Context: an optimization exercise on an open-source flow, tuned for small area, a short achievable clock period and few clock cycles per item. The choices shown serve that exercise and are no tape-out recipe.
RTL that was checked went through simulation tests only; none was proved equivalent to the original.
Power is estimated from default activity; no workload was simulated.

v6:
Design cc_top, start of the top module:
module cc_top #(
    parameter int max_actions = 10
) (
    input  logic            clk,
    input  logic            rst_n,
    input  logic            color_valid,
    input  logic [2:0]      color,
    input  logic            action_valid,
    input  logic [7:0]      action,
    output logic            out_valid,
    output logic [6:0]      score
);
Size in the first run: about 2,000 cells after synthesis, about 200 flip-flops, about 23 I/O pins, about 16,000 sq um of cells after synthesis.
export LEC_CHECK = 0
export CAP_MARGIN = 20
export CORE_MARGIN = 2
export CORE_UTILIZATION = 58
export CTS_BUF_LIST = sky130_fd_sc_hd__clkbuf_8
export SLEW_MARGIN = 20
create_clock -name core_clock -period 10.0 [get_ports {clk}]
standard.sh (not shown) runs the stock make flow with config.mk's settings and CLKGATE_MAP_FILE= SYNTH_SCRIPT=/design/flow/synth_recipe.tcl, a recipe that flattens the netlist after the stock synthesis.
==> flow/flow/run.sh <==
#!/bin/bash
# The standard layout with two changes: ABC's default mapping script in
# synthesis (flow/synth.tcl), and plain buffers (not delay buffers) on the
# ports. Each tool's output is kept in the ORFS logs; make's in orfs_make.log.
set -euo pipefail
here=$(pwd)
bash standard.sh SYNTH_SCRIPT="$here/flow/synth.tcl" \
  BUFFER_PORTS_ARGS="-buffer_cell sky130_fd_sc_hd__buf_4" SETUP_SLACK_MARGIN=6.5 finish > orfs_make.log 2>&1
==> flow/flow/synth.tcl <==
# synth_recipe.tcl (the standard synthesis), except that ABC maps the logic
# with its default script for a liberty library instead of ORFS's speed
# script. Registers are mapped before ABC runs, so they are the standard
# synthesis's, with the same names and cells.
proc synth {args} { yosys synth -nofsm -noshare {*}$args }
proc abc {args} {
  set i [lsearch -exact $args -script]
  if {$i >= 0} {
    set args [lreplace $args $i [expr {$i + 1}]]
  }
  puts "OWN-FLOW abc $args"
  yosys abc {*}$args
}
source $::env(SCRIPTS_DIR)/synth.tcl
# left out here: clear keep_hierarchy, flatten, clean up, hide names made inside functions, write 1_2_yosys.v
v6 completed end to end with timing, DRC and antenna clean.
Testbench counts of v6, summed over its fixed seeds: cycles 23,520, games 480.
> inputs changed (v6 -> v7)
# v6
export LEC_CHECK = 0
export CAP_MARGIN = 20
export CORE_MARGIN = 2
export CORE_UTILIZATION = 58
export CTS_BUF_LIST = sky130_fd_sc_hd__clkbuf_8
export SLEW_MARGIN = 20
create_clock -name core_clock -period 10.0 [get_ports {clk}]
# v7
export LEC_CHECK = 0
export CAP_MARGIN = 20
export CORE_MARGIN = 2
export CORE_UTILIZATION = 50
export SLEW_MARGIN = 20
create_clock -name core_clock -period 10.0 [get_ports {clk}]
Results
v7 ran to completion and came out clean on the timing, DRC and antenna checks.
v6 went all the way through the flow, and no timing, DRC or antenna check failed.
v6 has higher initial core utilization than v7.
v6 has lower fraction of area in clock buffers and inverters than v7.
Number of diodes of v6 is on par with v7.
Comparing v7 and v6, the higher tap cell count was measured on v7.
Changes observed in v7 relative to v6: final worst-path cycle share now sits lower; sequential share of layout area now sits lower; maximum VDD drop now sits lower.
v7 against v6; total power after layout is up by a few percent.
sky130_fd_sc_hd__nor3_1 as the slowest cell on the critical path was reported by v6, and sky130_fd_sc_hd__ha_1 by v7.
Going from v6 to v7, data arrival time of the critical path lower; total length of routed wires saw an increase.

---

Another version of the RTL of cc_top (not shown whole).
Size in the first run: about 1800 cells after synthesis.
Settings: LEC_CHECK=0, CAP_MARGIN=20, CORE_MARGIN=2, CORE_UTILIZATION=65, SLEW_MARGIN=20; clock period 10.0 ns.
Scripts as last shown in full above: flow/flow/run.sh, flow/flow/synth.tcl
The baseline completed without violations.
Testbench counts at the start, summed over its fixed seeds: cycles 23,520, games 480.
Change:
- CORE_UTILIZATION: 65 -> 50
After rerunning:
- core utilization is lower by 16 points
- final area is higher by 3.6%
- register-to-register slack is about the same
- worst setup slack got worse by 0.0088 ns
- hold slack got worse by 0.014 ns
Change:
--- a/flow/flow/run.sh
+++ b/flow/flow/run.sh
@@ -7,2 +7,2 @@
 bash standard.sh SYNTH_SCRIPT="$here/flow/synth.tcl" \
-  BUFFER_PORTS_ARGS="-buffer_cell sky130_fd_sc_hd__buf_4" SETUP_SLACK_MARGIN=6.5 finish > orfs_make.log 2>&1
+  BUFFER_PORTS_ARGS="-buffer_cell sky130_fd_sc_hd__buf_4" SETUP_SLACK_MARGIN=6.0 finish > orfs_make.log 2>&1
Via count fell by a few percent. Power shrinks by roughly a tenth. Routed wire length decreases by a few percent. Die area is unchanged.

---

Another version of the RTL of cc_top (not shown whole).
For scale: about 210 flip-flops, about 23 I/O pins, ~16,000 µm² of cells after synthesis.
clock: 10.0 ns
lec_check: 0
cap_margin: 20
core_margin: 2
core_utilization: 50
slew_margin: 20
==> flow/flow/run.sh <==
#!/bin/bash
# The standard layout with two changes: ABC's default mapping script in
# synthesis (flow/synth.tcl), and plain buffers (not delay buffers) on the
# ports. Each tool's output is kept in the ORFS logs; make's in orfs_make.log.
set -euo pipefail
here=$(pwd)
bash standard.sh SYNTH_SCRIPT="$here/flow/synth.tcl" \
  BUFFER_PORTS_ARGS="-buffer_cell sky130_fd_sc_hd__buf_4" SETUP_SLACK_MARGIN=6.5 finish > orfs_make.log 2>&1
Scripts as last shown in full above: flow/flow/synth.tcl
Then changed:
--- a/flow/flow/run.sh
+++ b/flow/flow/run.sh
@@ -8 +8 @@
-  BUFFER_PORTS_ARGS="-buffer_cell sky130_fd_sc_hd__buf_4" SETUP_SLACK_MARGIN=6.5 finish > orfs_make.log 2>&1
+  BUFFER_PORTS_ARGS="-buffer_cell sky130_fd_sc_hd__buf_4" SETUP_SLACK_MARGIN=6.7 finish > orfs_make.log 2>&1
Settings changed: CORE_UTILIZATION 50 to 58, CTS_BUF_LIST set to sky130_fd_sc_hd__clkbuf_8.
Result: The new run produced a clean layout. Sequential cell count does not change. Non-clock buffer count went up by 59. Sequential power hardly moves. Fmax grows by 4.3%. Setup slack improved by 0.14 ns. Cell count is higher by 2.5%.
No functional check of the RTL was part of any run of this note.

---

Another version of the RTL of cc_top (not shown whole).
For scale: roughly 1900 cells after synthesis, about 200 flip-flops, about 23 I/O pins, ~0.016 mm² of cells after synthesis.
// cc_top
module cc_top #(
    parameter int max_actions = 10
) (
    input  logic            clk,
    input  logic            rst_n,
    input  logic            color_valid,
    input  logic [2:0]      color,
    input  logic            action_valid,
    input  logic [7:0]      action,
    output logic            out_valid,
    output logic [6:0]      score
);
    logic [107:0] scan_board;
    logic [35:0]  clear_mask;
    logic [35:0]  line_counts;
    logic [4:0]   vrows;
    logic [5:0]   hrows;
    logic [5:0]   cols;
    logic         started;
    logic         game_end;
    logic         wipe;
    board_store board_store_inst (
        .clk          (clk),
        .rst_n        (rst_n),
        .color_valid  (color_valid),
        .color        (color),
        .action_valid (action_valid),
        .vrows        (vrows),
        .hrows        (hrows),
        .cols         (cols),
        .wipe         (wipe),
        .game_end     (game_end),
        .clear_mask   (clear_mask),
        .scan_board   (scan_board)
    );
    action_queue #(
        .max_actions (max_actions)
    ) action_queue_inst (
        .clk          (clk),
        .rst_n        (rst_n),
        .action_valid (action_valid),
        .action       (action),
        .game_end     (game_end),
        .vrows        (vrows),
        .hrows        (hrows),
        .cols         (cols),
        .started      (started)
    );
    match_scan match_scan_inst (
        .board       (scan_board),
        .clear_mask  (clear_mask),
        .line_counts (line_counts)
    );
    cc_ctrl cc_ctrl_inst (
        .clk          (clk),
        .rst_n        (rst_n),
        .started      (started),
        .action_valid (action_valid),
        .line_counts  (line_counts),
        .game_end     (game_end),
        .wipe         (wipe),
        .out_valid    (out_valid),
        .score        (score)
    );
endmodule
Settings: LEC_CHECK=0, CAP_MARGIN=20, CORE_MARGIN=2, CORE_UTILIZATION=30, SLEW_MARGIN=20; clock period 10.0 ns.
run.sh (not shown) runs the stock make flow with config.mk's settings and CLKGATE_MAP_FILE= SYNTH_SCRIPT=/design/flow/synth_recipe.tcl, a recipe that flattens the netlist after the stock synthesis.
Stock flow here: none of the scripts above is used.
Testbench counts at the start, summed over its fixed seeds: cycles 23,520, games 480.
Rerun with:
==> flow/flow/run.sh (new file) <==
#!/bin/bash
# The standard layout, with plain buffers (not delay buffers) on the ports.
set -euo pipefail
cp standard.sh standard_copy.sh.txt
bash standard.sh BUFFER_PORTS_ARGS="-buffer_cell sky130_fd_sc_hd__buf_4" finish > orfs_make.log 2>&1
==> flow/standard.sh (new file) <==
#!/bin/bash
# synth_recipe.tcl (not shown) runs the flow's synth.tcl, then flattens the netlist and writes it again
# the make line also repeats each setting of config.mk as NAME=value (left out here)
make -C /OpenROAD-flow-scripts/flow DESIGN_CONFIG=/design/flow/config.mk WORK_HOME=/design/flow/orfs CLKGATE_MAP_FILE= SYNTH_SCRIPT=/design/flow/synth_recipe.tcl "${@:-finish}"
Settings changed: CORE_UTILIZATION 30 to 50.
removed: flow/run.sh
What happened:
- The changed run produced a clean layout
- non-clock buffer count falls by 6
- die area decreases by 39%
- design area shrinks by 2.4%
- routed wire length went down by 0.73%
- maximum frequency increases by 1.8%
- register-to-register slack improves by 90 ps
- cell count goes down by 12%
- clock-buffer cell count is higher by 4

## re-timing with driven ports
The results above use ideal ports. As a check the final layouts listed here were re-extracted and re-timed, cells and wires unchanged.
Step 1 sets driving cells, clkbuf_16 on the clock port and buf_2 on the other inputs (assumed; they add their load-dependent delay and slew).
Step 2 times the ports against the registers' clock, not the clock port: input delays grow and output delays shrink by t, the midpoint of the rising clock arrivals with the driver on.
Three values: no drivers, after step 1, after step 2; two values: the first two.
| run | shift t [ns] | setup slack, ns | worst setup path at the end | latest minus earliest clock arrival (ns) | pins driven straight from the clock port |
|---|---|---|---|---|---|
| v6 | 0.605 | 6.473 / 6.473 / 6.009 | input to register | 0.016 / 0.016 | 1 |
| v7 | 0.596 | 6.530 / 6.530 / 6.128 | input to register | 0.012 / 0.012 | 1 |
| the first run of note 2 | 0.585 | 6.429 / 6.429 / 6.076 | input to register | 0.018 / 0.018 | 1 |
| the second run of note 2 | 0.606 | 6.420 / 6.420 / 6.102 | input to register | 0.019 / 0.018 | 1 |
| the third run of note 2 | 0.599 | 6.011 / 6.011 / 5.937 | input to register | 0.015 / 0.015 | 1 |
| the first run of note 3 | 0.620 | 6.478 / 6.478 / 6.221 | input to register | 0.024 / 0.024 | 1 |
| the second run of note 3 | 0.615 | 6.622 / 6.622 / 6.404 | input to register | 0.025 / 0.024 | 1 |
| the first run of note 4 | 0.601 | 4.883 / 4.883 / 4.883 | register to register | 0.029 / 0.029 | 1 |
| the second run of note 4 | 0.597 | 4.975 / 4.975 / 4.975 | register to register | 0.027 / 0.027 | 1 |
After both steps every run listed still meets setup and hold. The setup slack of v6, which loses most, moves by 0.000 ns with the drivers and by -0.464 ns with both steps.
